Background: an optimization exercise with open tools, aiming at a short achievable clock period and few clock cycles. Do not read the settings as production practice.
Only simulation tests tie the RTL to the original design; equivalence was not proved.

`run.sh`:
```
#!/bin/bash
# synth_recipe.tcl (not shown) runs the flow's synth.tcl, then flattens the netlist and writes it again
# the make line also repeats each setting of config.mk as NAME=value (left out here)
make -C /OpenROAD-flow-scripts/flow DESIGN_CONFIG=/design/flow/config.mk WORK_HOME=/design/flow/orfs CLKGATE_MAP_FILE= SYNTH_SCRIPT=/design/flow/synth_recipe.tcl finish
```
`config.mk`:
```
export PLATFORM = sky130hd
export DESIGN_NAME = roi_crop_mosaic_address_gen_core
export DESIGN_NICKNAME = roi_crop_mosaic_address_gen_core
export VERILOG_FILES = /design/flow/design.v
export SDC_FILE = /design/flow/constraint.sdc
export NUM_CORES = 4
export LEC_CHECK = 0
export CAP_MARGIN = 20
export CORE_MARGIN = 2
export CORE_UTILIZATION = 30
export SLEW_MARGIN = 20
```
`constraint.sdc`:
```
create_clock -name core_clock -period 10.0 [get_ports {clk}]
set_input_delay 2.0000 -clock core_clock [delete_from_list [all_inputs] [get_ports {clk}]]
set_output_delay 2.0000 -clock core_clock [all_outputs]
set_load 0.01 [all_outputs]
```
`design.v`:
```
package rcmag_pkg;
    localparam int TILE_SIZE   = 32;
    localparam int HALF_TILE   = TILE_SIZE / 2;
    localparam int MAX_REGIONS = 200;
    localparam int MAX_TILES   = 64;
    localparam int DIM_W   = 13;
    localparam int SCALE_W = 5;
    localparam int TILES_W = 7;
    localparam int BOX_W   = 12;
    localparam int ADDR_W  = 27;
    localparam int SLOT_W  = 8;
    localparam int POS_W   = 6;
    localparam int LEN_W   = 6;
    localparam int TL_W    = 16;
    localparam int CX_W    = 17;
    localparam int MUL_W   = 13;
    localparam int MW_W    = 12;
    localparam int TY_W    = 11;
    localparam int IDX_W   = 3;
    localparam logic [IDX_W-1:0] REG_IMAGE_WIDTH  = 3'd0;
    localparam logic [IDX_W-1:0] REG_IMAGE_HEIGHT = 3'd1;
    localparam logic [IDX_W-1:0] REG_SCALE_X      = 3'd2;
    localparam logic [IDX_W-1:0] REG_SCALE_Y      = 3'd3;
    localparam logic [IDX_W-1:0] REG_MOSAIC_COLS  = 3'd4;
    localparam logic [IDX_W-1:0] REG_MOSAIC_ROWS  = 3'd5;
    localparam logic [1:0] KIND_TOP_LEFT = 2'd0;
    localparam logic [1:0] KIND_LUMA     = 2'd1;
    localparam logic [1:0] KIND_CHROMA   = 2'd2;
    localparam logic [1:0] KIND_CLEAR    = 2'd3;
    localparam logic ACTION_FRAME  = 1'b0;
    localparam logic ACTION_REGION = 1'b1;
    typedef struct packed {
        logic [DIM_W-1:0]   image_width;
        logic [DIM_W-1:0]   image_height;
        logic [SCALE_W-1:0] scale_x;
        logic [SCALE_W-1:0] scale_y;
        logic [TILES_W-1:0] mosaic_cols;
        logic [TILES_W-1:0] mosaic_rows;
    } cfg_t;
    typedef struct packed {
        logic             action;
        logic [BOX_W-1:0] box_left;
        logic [BOX_W-1:0] box_right;
        logic [BOX_W-1:0] box_top;
        logic [BOX_W-1:0] box_bottom;
    } item_t;
    typedef struct packed {
        logic [1:0]        kind;
        logic [SLOT_W-1:0] slot;
        logic [ADDR_W-1:0] src_addr;
        logic [ADDR_W-1:0] dst_addr;
        logic [LEN_W-1:0]  copy_len;
        logic [TL_W-1:0]   top_left_x;
        logic [TL_W-1:0]   top_left_y;
        logic              last;
    } result_t;
    typedef struct packed {
        logic [MUL_W-1:0]  a;
        logic [MUL_W-1:0]  b;
        logic [ADDR_W-1:0] c;
    } mac_req_t;
    typedef enum logic [3:0] {
        ST_IDLE,
        ST_CLEAR,
        ST_CX,
        ST_CY,
        ST_CLAMP,
        ST_TL,
        ST_LSRC,
        ST_WH,
        ST_CSRC,
        ST_MWMH,
        ST_CDST,
        ST_LDST,
        ST_ROW_L,
        ST_ROW_C
    } state_t;
endpackage
module rcmag_mac (
    input  rcmag_pkg::mac_req_t              req,
    output logic [rcmag_pkg::ADDR_W-1:0]     res
);
    logic [2*rcmag_pkg::MUL_W-1:0] prod;
    assign prod = req.a * req.b;
    assign res  = rcmag_pkg::ADDR_W'(prod) + req.c;
endmodule
module rcmag_ctrl (
    input  logic                              clk,
    input  logic                              rst_n,
    input  rcmag_pkg::cfg_t                   cfg,
    input  logic                              in_valid,
    output logic                              in_ready,
    input  rcmag_pkg::item_t                  in_item,
    output logic                              emit_valid,
    output rcmag_pkg::result_t                emit_data,
    input  logic                              emit_ready,
    output rcmag_pkg::mac_req_t               mac_req,
    input  logic [rcmag_pkg::ADDR_W-1:0]      mac_res
);
    rcmag_pkg::state_t state_reg, state_next;
    logic [rcmag_pkg::SLOT_W-1:0] slot_count_reg;
    logic [rcmag_pkg::POS_W-1:0]  slot_col_reg;
    logic [rcmag_pkg::POS_W-1:0]  slot_row_reg;
    logic [rcmag_pkg::BOX_W-1:0]  sx_reg, sy_reg;
    logic [rcmag_pkg::SLOT_W-1:0] cur_slot_reg;
    logic [rcmag_pkg::POS_W-1:0]  cur_col_reg, cur_row_reg;
    logic [rcmag_pkg::CX_W-1:0]   cx_reg, cy_reg;
    logic [rcmag_pkg::DIM_W-1:0]  x0_reg, y0_reg, y1_reg, h_reg;
    logic [rcmag_pkg::LEN_W-1:0]  len_reg;
    logic [rcmag_pkg::TL_W-1:0]   tlx_reg, tly_reg;
    logic                         active_reg;
    logic [rcmag_pkg::ADDR_W-1:0] lsrc_reg, csrc_reg, ldst_reg, cdst_reg, scratch_reg;
    logic [rcmag_pkg::TILES_W-1:0] cols_cl, rows_cl;
    logic [rcmag_pkg::MW_W-1:0]    mw, mh;
    logic [rcmag_pkg::TY_W-1:0]    tx, ty;
    logic                          in_fire, emit_fire, last_row, room;
    logic [rcmag_pkg::BOX_W:0]     sum_x, sum_y;
    logic [rcmag_pkg::DIM_W-1:0]   y0_half_up;
    logic [rcmag_pkg::TILES_W-1:0] col_inc;
    logic [rcmag_pkg::CX_W-1:0] x0_c, y0_c;
    logic [rcmag_pkg::CX_W:0]   x1_raw, y1_raw, x1_c, y1_c;
    logic                       nx, ny;
    always_comb
    begin
        if (cfg.mosaic_cols == '0)
            cols_cl = rcmag_pkg::TILES_W'(1);
        else if (cfg.mosaic_cols > rcmag_pkg::TILES_W'(rcmag_pkg::MAX_TILES))
            cols_cl = rcmag_pkg::TILES_W'(rcmag_pkg::MAX_TILES);
        else
            cols_cl = cfg.mosaic_cols;
        if (cfg.mosaic_rows == '0)
            rows_cl = rcmag_pkg::TILES_W'(1);
        else if (cfg.mosaic_rows > rcmag_pkg::TILES_W'(rcmag_pkg::MAX_TILES))
            rows_cl = rcmag_pkg::TILES_W'(rcmag_pkg::MAX_TILES);
        else
            rows_cl = cfg.mosaic_rows;
    end
    assign mw = rcmag_pkg::MW_W'(cols_cl * rcmag_pkg::TILE_SIZE);
    assign mh = rcmag_pkg::MW_W'(rows_cl * rcmag_pkg::TILE_SIZE);
    assign tx = rcmag_pkg::TY_W'(cur_col_reg * rcmag_pkg::TILE_SIZE);
    assign ty = rcmag_pkg::TY_W'(cur_row_reg * rcmag_pkg::TILE_SIZE);
    assign in_fire   = in_valid && in_ready;
    assign emit_fire = emit_valid && emit_ready;
    assign last_row  = ({1'b0, h_reg} + 1'b1) == {1'b0, y1_reg};
    assign room      = {19'd0, cur_slot_reg} < mac_res;
    assign sum_x     = {1'b0, in_item.box_left} + {1'b0, in_item.box_right};
    assign sum_y     = {1'b0, in_item.box_top} + {1'b0, in_item.box_bottom};
    assign y0_half_up = {1'b0, y0_reg[rcmag_pkg::DIM_W-1:1]} + {12'd0, y0_reg[0]};
    assign col_inc   = {1'b0, slot_col_reg} + 1'b1;
    always_comb
    begin
        x0_c   = (cx_reg >= rcmag_pkg::CX_W'(rcmag_pkg::HALF_TILE))
                 ? cx_reg - rcmag_pkg::CX_W'(rcmag_pkg::HALF_TILE) : '0;
        y0_c   = (cy_reg >= rcmag_pkg::CX_W'(rcmag_pkg::HALF_TILE))
                 ? cy_reg - rcmag_pkg::CX_W'(rcmag_pkg::HALF_TILE) : '0;
        x1_raw = {1'b0, cx_reg} + (rcmag_pkg::CX_W+1)'(rcmag_pkg::HALF_TILE);
        y1_raw = {1'b0, cy_reg} + (rcmag_pkg::CX_W+1)'(rcmag_pkg::HALF_TILE);
        x1_c   = (x1_raw > {5'd0, cfg.image_width}) ? {5'd0, cfg.image_width} : x1_raw;
        y1_c   = (y1_raw > {5'd0, cfg.image_height}) ? {5'd0, cfg.image_height} : y1_raw;
        nx     = x1_c > {1'b0, x0_c};
        ny     = y1_c > {1'b0, y0_c};
    end
    always_comb
    begin
        state_next = state_reg;
        unique case (state_reg)
            rcmag_pkg::ST_IDLE:
            begin
                if (in_fire)
                begin
                    if (in_item.action == rcmag_pkg::ACTION_FRAME)
                        state_next = rcmag_pkg::ST_CLEAR;
                    else if (slot_count_reg < rcmag_pkg::SLOT_W'(rcmag_pkg::MAX_REGIONS))
                        state_next = rcmag_pkg::ST_CX;
                end
            end
            rcmag_pkg::ST_CLEAR: if (emit_fire) state_next = rcmag_pkg::ST_IDLE;
            rcmag_pkg::ST_CX:    state_next = rcmag_pkg::ST_CY;
            rcmag_pkg::ST_CY:    state_next = rcmag_pkg::ST_CLAMP;
            rcmag_pkg::ST_CLAMP: state_next = rcmag_pkg::ST_TL;
            rcmag_pkg::ST_TL:
            begin
                if (emit_fire)
                    state_next = active_reg ? rcmag_pkg::ST_LSRC : rcmag_pkg::ST_IDLE;
            end
            rcmag_pkg::ST_LSRC:  state_next = rcmag_pkg::ST_WH;
            rcmag_pkg::ST_WH:    state_next = rcmag_pkg::ST_CSRC;
            rcmag_pkg::ST_CSRC:  state_next = rcmag_pkg::ST_MWMH;
            rcmag_pkg::ST_MWMH:  state_next = rcmag_pkg::ST_CDST;
            rcmag_pkg::ST_CDST:  state_next = rcmag_pkg::ST_LDST;
            rcmag_pkg::ST_LDST:  state_next = rcmag_pkg::ST_ROW_L;
            rcmag_pkg::ST_ROW_L:
            begin
                if (emit_fire)
                begin
                    if (!h_reg[0])
                        state_next = rcmag_pkg::ST_ROW_C;
                    else if (last_row)
                        state_next = rcmag_pkg::ST_IDLE;
                end
            end
            rcmag_pkg::ST_ROW_C:
            begin
                if (emit_fire)
                    state_next = last_row ? rcmag_pkg::ST_IDLE : rcmag_pkg::ST_ROW_L;
            end
            default: state_next = rcmag_pkg::ST_IDLE;
        endcase
    end
    always_comb
    begin
        in_ready   = 1'b0;
        emit_valid = 1'b0;
        emit_data  = '0;
        emit_data.slot = cur_slot_reg;
        mac_req    = '0;
        unique case (state_reg)
            rcmag_pkg::ST_IDLE: in_ready = 1'b1;
            rcmag_pkg::ST_CLEAR:
            begin
                mac_req.a          = {1'b0, mw};
                mac_req.b          = {1'b0, mh};
                emit_valid         = 1'b1;
                emit_data.kind     = rcmag_pkg::KIND_CLEAR;
                emit_data.slot     = '0;
                emit_data.dst_addr = mac_res;
                emit_data.last     = 1'b1;
            end
            rcmag_pkg::ST_CX:
            begin
                mac_req.a = {8'd0, cfg.scale_x};
                mac_req.b = {1'b0, sx_reg};
            end
            rcmag_pkg::ST_CY:
            begin
                mac_req.a = {8'd0, cfg.scale_y};
                mac_req.b = {1'b0, sy_reg};
            end
            rcmag_pkg::ST_CLAMP:
            begin
                mac_req.a = {6'd0, cols_cl};
                mac_req.b = {6'd0, rows_cl};
            end
            rcmag_pkg::ST_TL:
            begin
                emit_valid           = 1'b1;
                emit_data.kind       = rcmag_pkg::KIND_TOP_LEFT;
                emit_data.top_left_x = tlx_reg;
                emit_data.top_left_y = tly_reg;
                emit_data.last       = !active_reg;
            end
            rcmag_pkg::ST_LSRC:
            begin
                mac_req.a = y0_reg;
                mac_req.b = cfg.image_width;
                mac_req.c = {14'd0, x0_reg};
            end
            rcmag_pkg::ST_WH:
            begin
                mac_req.a = cfg.image_width;
                mac_req.b = cfg.image_height;
            end
            rcmag_pkg::ST_CSRC:
            begin
                mac_req.a = y0_half_up;
                mac_req.b = cfg.image_width;
                mac_req.c = scratch_reg + {14'd0, x0_reg};
            end
            rcmag_pkg::ST_MWMH:
            begin
                mac_req.a = {1'b0, mw};
                mac_req.b = {1'b0, mh};
            end
            rcmag_pkg::ST_CDST:
            begin
                mac_req.a = {3'd0, ty[rcmag_pkg::TY_W-1:1]};
                mac_req.b = {1'b0, mw};
                mac_req.c = scratch_reg + {16'd0, tx};
            end
            rcmag_pkg::ST_LDST:
            begin
                mac_req.a = {2'd0, ty};
                mac_req.b = {1'b0, mw};
                mac_req.c = {16'd0, tx};
            end
            rcmag_pkg::ST_ROW_L:
            begin
                emit_valid         = 1'b1;
                emit_data.kind     = rcmag_pkg::KIND_LUMA;
                emit_data.src_addr = lsrc_reg;
                emit_data.dst_addr = ldst_reg;
                emit_data.copy_len = len_reg;
                emit_data.last     = last_row && h_reg[0];
            end
            rcmag_pkg::ST_ROW_C:
            begin
                emit_valid         = 1'b1;
                emit_data.kind     = rcmag_pkg::KIND_CHROMA;
                emit_data.src_addr = csrc_reg;
                emit_data.dst_addr = cdst_reg;
                emit_data.copy_len = len_reg;
                emit_data.last     = last_row;
            end
            default: in_ready = 1'b0;
        endcase
    end
    always_ff @(posedge clk or negedge rst_n)
    begin
        if (!rst_n)
        begin
            state_reg      <= rcmag_pkg::ST_IDLE;
            slot_count_reg <= '0;
            slot_col_reg   <= '0;
            slot_row_reg   <= '0;
        end
        else
        begin
            state_reg <= state_next;
            if (in_fire)
            begin
                if (in_item.action == rcmag_pkg::ACTION_FRAME)
                begin
                    slot_count_reg <= '0;
                    slot_col_reg   <= '0;
                    slot_row_reg   <= '0;
                end
                else if (slot_count_reg < rcmag_pkg::SLOT_W'(rcmag_pkg::MAX_REGIONS))
                begin
                    slot_count_reg <= slot_count_reg + 1'b1;
                    if (col_inc >= cols_cl)
                    begin
                        slot_col_reg <= '0;
                        if (slot_row_reg != '1)
                            slot_row_reg <= slot_row_reg + 1'b1;
                    end
                    else
                        slot_col_reg <= col_inc[rcmag_pkg::POS_W-1:0];
                end
            end
        end
    end
    always_ff @(posedge clk)
    begin
        unique case (state_reg)
            rcmag_pkg::ST_IDLE:
            begin
                if (in_fire)
                begin
                    sx_reg       <= sum_x[rcmag_pkg::BOX_W:1];
                    sy_reg       <= sum_y[rcmag_pkg::BOX_W:1];
                    cur_slot_reg <= slot_count_reg;
                    cur_col_reg  <= slot_col_reg;
                    cur_row_reg  <= slot_row_reg;
                end
            end
            rcmag_pkg::ST_CX: cx_reg <= mac_res[rcmag_pkg::CX_W-1:0];
            rcmag_pkg::ST_CY: cy_reg <= mac_res[rcmag_pkg::CX_W-1:0];
            rcmag_pkg::ST_CLAMP:
            begin
                x0_reg     <= x0_c[rcmag_pkg::DIM_W-1:0];
                y0_reg     <= y0_c[rcmag_pkg::DIM_W-1:0];
                y1_reg     <= y1_c[rcmag_pkg::DIM_W-1:0];
                len_reg    <= rcmag_pkg::LEN_W'(x1_c - {1'b0, x0_c});
                tlx_reg    <= (x0_c > rcmag_pkg::CX_W'(16'hFFFF)) ? '1 : x0_c[rcmag_pkg::TL_W-1:0];
                tly_reg    <= (y0_c > rcmag_pkg::CX_W'(16'hFFFF)) ? '1 : y0_c[rcmag_pkg::TL_W-1:0];
                active_reg <= room && nx && ny;
            end
            rcmag_pkg::ST_LSRC: lsrc_reg    <= mac_res;
            rcmag_pkg::ST_WH:   scratch_reg <= mac_res;
            rcmag_pkg::ST_CSRC: csrc_reg    <= mac_res;
            rcmag_pkg::ST_MWMH: scratch_reg <= mac_res;
            rcmag_pkg::ST_CDST: cdst_reg    <= mac_res;
            rcmag_pkg::ST_LDST:
            begin
                ldst_reg <= mac_res;
                h_reg    <= y0_reg;
            end
            rcmag_pkg::ST_ROW_L:
            begin
                if (emit_fire)
                begin
                    lsrc_reg <= lsrc_reg + {14'd0, cfg.image_width};
                    ldst_reg <= ldst_reg + {15'd0, mw};
                    if (h_reg[0])
                        h_reg <= h_reg + 1'b1;
                end
            end
            rcmag_pkg::ST_ROW_C:
            begin
                if (emit_fire)
                begin
                    csrc_reg <= csrc_reg + {14'd0, cfg.image_width};
                    cdst_reg <= cdst_reg + {15'd0, mw};
                    h_reg    <= h_reg + 1'b1;
                end
            end
            default: h_reg <= h_reg;
        endcase
    end
endmodule
module roi_crop_mosaic_address_gen_core (
    input  logic         clk,
    input  logic         rst_n,
    input  logic         s_tvalid,
    output logic         s_tready,
    input  logic [47:0]  s_tdata,   
    input  logic         s_tuser,   
    output logic         m_tvalid,
    input  logic         m_tready,
    output logic [103:0] m_tdata,   
    output logic [1:0]   m_tuser,   
    output logic         m_tlast,
    input  logic         cfg_valid,
    output logic         cfg_ready,
    input  logic [2:0]   cfg_index,
    input  logic [12:0]  cfg_data
);
    rcmag_pkg::cfg_t     cfg_reg;
    rcmag_pkg::item_t    in_item;
    rcmag_pkg::result_t  emit_data;
    rcmag_pkg::result_t  out_data_reg;
    rcmag_pkg::mac_req_t mac_req;
    logic [rcmag_pkg::ADDR_W-1:0] mac_res;
    logic emit_valid, emit_ready, out_valid_reg;
    assign cfg_ready = 1'b1;
    always_ff @(posedge clk or negedge rst_n)
    begin
        if (!rst_n)
        begin
            cfg_reg.image_width  <= 13'd3840;
            cfg_reg.image_height <= 13'd2160;
            cfg_reg.scale_x      <= 5'd8;
            cfg_reg.scale_y      <= 5'd8;
            cfg_reg.mosaic_cols  <= 7'd20;
            cfg_reg.mosaic_rows  <= 7'd20;
        end
        else if (cfg_valid && cfg_ready)
        begin
            unique case (cfg_index)
                rcmag_pkg::REG_IMAGE_WIDTH:  cfg_reg.image_width  <= cfg_data;
                rcmag_pkg::REG_IMAGE_HEIGHT: cfg_reg.image_height <= cfg_data;
                rcmag_pkg::REG_SCALE_X:      cfg_reg.scale_x      <= cfg_data[4:0];
                rcmag_pkg::REG_SCALE_Y:      cfg_reg.scale_y      <= cfg_data[4:0];
                rcmag_pkg::REG_MOSAIC_COLS:  cfg_reg.mosaic_cols  <= cfg_data[6:0];
                rcmag_pkg::REG_MOSAIC_ROWS:  cfg_reg.mosaic_rows  <= cfg_data[6:0];
                default: cfg_reg <= cfg_reg;
            endcase
        end
    end
    assign in_item.action     = s_tuser;
    assign in_item.box_left   = s_tdata[11:0];
    assign in_item.box_right  = s_tdata[23:12];
    assign in_item.box_top    = s_tdata[35:24];
    assign in_item.box_bottom = s_tdata[47:36];
    rcmag_mac u_mac (
        .req (mac_req),
        .res (mac_res)
    );
    rcmag_ctrl u_ctrl (
        .clk        (clk),
        .rst_n      (rst_n),
        .cfg        (cfg_reg),
        .in_valid   (s_tvalid),
        .in_ready   (s_tready),
        .in_item    (in_item),
        .emit_valid (emit_valid),
        .emit_data  (emit_data),
        .emit_ready (emit_ready),
        .mac_req    (mac_req),
        .mac_res    (mac_res)
    );
    assign emit_ready = !out_valid_reg || m_tready;
    always_ff @(posedge clk or negedge rst_n)
    begin
        if (!rst_n)
            out_valid_reg <= 1'b0;
        else if (emit_ready)
            out_valid_reg <= emit_valid;
    end
    always_ff @(posedge clk)
    begin
        if (emit_valid && emit_ready)
            out_data_reg <= emit_data;
    end
    assign m_tvalid = out_valid_reg;
    assign m_tuser  = out_data_reg.kind;
    assign m_tlast  = out_data_reg.last;
    assign m_tdata  = {4'd0, out_data_reg.top_left_y, out_data_reg.top_left_x,
                       out_data_reg.copy_len, out_data_reg.dst_addr,
                       out_data_reg.src_addr, out_data_reg.slot};
endmodule
```
==> impl_metrics.json <==
{
  "drtIter0Drc": 2856,
  "overflow": 0,
  "wl_per_cell_um": 21.28,
  "grt_setup_unrepaired": "false",
  "routabilityCongestion": 0.9693,
  "dominantRegCellSynth": "edfxtp_1",
  "syn_inst": 3272,
  "hold_viol_final": 0,
  "ff2ff_setup_slack_ns": 0.89,
  "row_count": 122,
  "status": "no timing/DRC/antenna violations",
  "crit_type": "register to register",
  "dp_hpwl_mm": 82.76,
  "worstReg2RegStart": "u_ctrl.state_reg[2]",
  "cts.sinks": 482,
  "whs_ns": 0.4833,
  "post-synth-top-count-cell": "edfxtp_1",
  "ys_top_cells_by_area": "edfxtp_1 (36%), ha_1 (9.3%), fa_1 (9.1%)",
  "setup_viol": 0,
  "synth_area_mm2": 0.03364,
  "ant_nets": 0,
  "routed_wl_mm": 106.3,
  "cp_max_fo": 20,
  "grt_pass1_vias": 25020,
  "worstHoldPathCells": 1,
  "die_area_mm2": 0.1148,
  "synth_common_cells": "edfxtp_1 (407), inv_1 (344), nand2_1 (337)",
  "relSlewSlack_pct": 21.66,
  "largest_reg_flops": 103,
  "cts_setup_buffers": 0,
  "maxCapViolations": 0,
  "synth_edf_count": 407,
  "clk_latency_ns": 0.66,
  "num_vias": 25690,
  "seq_area_frac_synth_pct": 41.96,
  "initial_core_util_pct": 30.31,
  "path_clk_slew_ns": 0.07,
  "async_flop_share_pct": 15.56,
  "cp-end-kind": "register",
  "cts_tree": "done",
  "holdPathEnd": "out_data_reg[2]",
  "core-area_mm2": 0.1110,
  "max_stage_delay_ns": 0.81,
  "reg2reg_depth": 25,
  "areaGrowthSynthToFinish_pct": 16.18,
  "cts.hold.buffers_added": 0,
  "die_w_um": 338.9,
  "finalCriticalPeriod_ns": 9.112,
  "finClkSkew_ns": 0.04865,
  "fin_crit_sh_pct": 91.12,
  "worst_path_most_repeated_cell": "fa_1",
  "via_per_inst": 5.145,
  "setup_tns_ns": 0,
  "r2r-end": "u_ctrl.active_reg",
  "yosysTopAreaCell": "edfxtp_1",
  "synth_top_cell_area_share_pct": 36.33,
  "syn_area_per_cell_um2": 10.28,
  "clock_path_buffers": 3,
  "drt_first_pass_iters": 8,
  "io_buffers": 174,
  "cts_max_level": 2,
  "antenna_found_initial": 3,
  "hold_class": "register to register",
  "die_h_um": 338.9,
  "clock.fmax_ghz": 0.1097,
  "ys_seq_elements": 482,
  "grt_pass1_wl_mm": 159.0,
  "report.final.slew_viol_count": 0,
  "grt_max_degree": 93,
  "post_cts_resized": 0,
  "grtUsageTotal_pct": 18.06,
  "required_ns": 10.34,
  "root_buffer": "clkbuf_16",
  "ios": 180,
  "cts_buffers": 50,
  "min_from": "u_ctrl.tly_reg[1]",
  "cp-start-kind": "register",
  "nNetsFinal": 3935,
  "synth_cell_types": 80,
  "worst_pin_slew_ns": 1.167,
  "drc": 0,
  "arrival_ns": 9.45,
  "cpMaxStageDelayCell": "dfrtp_1",
  "drive_above_1_share_pct": 7.447,
  "ys_warn_count": 2
}
per-layer routing:
layer / up-vias / global-route usage, % / part of all wire (%)
li1: 11920 / - / -
met5: - / 0 / 0
met3: 156 / 2.484 / 7.2
met4: 0 / 5.806 / 3.2
met2: 997 / 29.56 / 46
met1: 12620 / 24.62 / 43
cells by family (layout without fill, tap and decap cells):
kind of cell,count (synthesis),in the layout,share of synthesized area [%]
mux,64,64,2.087
buf+inv,455,677,5.174
flops,482,482,41.96
compound gates,666,666,13.11
fa+ha+maj,402,402,18.37
other cells,2,14,0.02232
simple gates,990,990,13.78
xor+xnor,211,211,5.494
cell usage in the layout, fill, tap and decap left out, types with 15 or more instances in the layout:
master	netlist	final
a21o_1	57	57
clkinv_2	0	16
a22o_1	22	22
nand2_1	337	337
a22oi_1	38	38
buf_4	5	65
clkdlybuf4s50_1	0	173
o21ai_0	196	190
a222oi_1	35	35
clkbuf_16	0	52
a21oi_1	154	154
o21a_1	15	15
edfxtp_1	407	407
nor2_1	252	250
ha_1	249	249
mux2_2	49	49
mux2i_1	15	15
dfrtp_1	61	61
fa_1	153	153
a221o_1	15	15
nand4_1	33	33
nand2b_1	43	43
nor3_1	48	43
xor2_1	85	85
xnor2_1	126	125
nor2b_1	35	35
and3_1	28	28
nand3_1	81	81
inv_1	344	343
or2_2	17	17
nor4_1	16	16
and2_1	63	63
how the worst max path moves through the flow:
stage | from | cells after the start | slack [ns] | to
finish | u_ctrl.state_reg[2] | 25 | 0.89 | u_ctrl.active_reg
global route | u_ctrl.state_reg[2] | 26 | 0.42 | u_ctrl.active_reg
CTS | u_ctrl.state_reg[2] | 25 | 1.02 | u_ctrl.active_reg
detailed placement | u_ctrl.state_reg[2] | 25 | 1.02 | u_ctrl.active_reg
global placement | u_ctrl.state_reg[3] | 27 | 1.10 | u_ctrl.active_reg
floorplan | u_ctrl.state_reg[2] | 28 | 0.23 | u_ctrl.active_reg
through the flow:
step           worst slack (ns)  instances  cell area [um^2]  util (%)
3_3_place_gp              1.096       4899             37400     33.71
2_1_floorplan            0.2301       3283             33680         -
6_report                 0.8879       4994             39080     35.22
3_5_place_dp              1.017       4899             37400     33.71
5_1_grt                  0.4158       4993             39080     35.21
4_1_cts                   1.022       4993             39080     35.21
layout make-up:
cell class	instances	area, um^2
clock inverters	34	332.8
diodes	1	2.502
well taps	1488	1862
flip-flops and latches	482	14120
clock buffers	60	1341
inverters	345	1295
multi-input cells	2346	17910
repair buffers	238	2220
fillers	11150	71890
critical path, delay by kind of cell, from the launching register on:
kind	cells	cell delay [ns]
AND/OR/NAND/NOR	8	2.42
adder cells (fa/ha/maj)	7	3.40
AO/OA/AOI/OAI	7	2.04
flip-flops	1	0.81
buffers and inverters	3	0.14
Testbench counts, summed over its fixed seeds: cycles 91,378.

[re-timing with driven ports]
The flow's constraints put no driver on any port. The routed layout listed below was extracted and timed again, unchanged, in two steps.
Step 1 (the two cells are an assumption about what drives the block):
set clk [get_ports {clk}]
set_driving_cell -lib_cell sky130_fd_sc_hd__clkbuf_16 $clk
set_driving_cell -lib_cell sky130_fd_sc_hd__buf_2 [delete_from_list [all_inputs] $clk]
Step 2 also shifts input and output timing later by t, the mid clock arrival at the registers, as if the neighbouring blocks saw the same clock.
Three values: no drivers, after step 1, after step 2; two values: the first two.
t (ns): 0.688
slack for setup (ns): 0.888 / 0.888 / 0.888
clock arrival spread, ns: 0.049 / 0.050
pins driven straight from the clock port: 1
After both steps setup and hold are still met in this run. For this run, drivers alone change the setup slack by 0.000 ns; drivers and shift together by 0.000 ns.
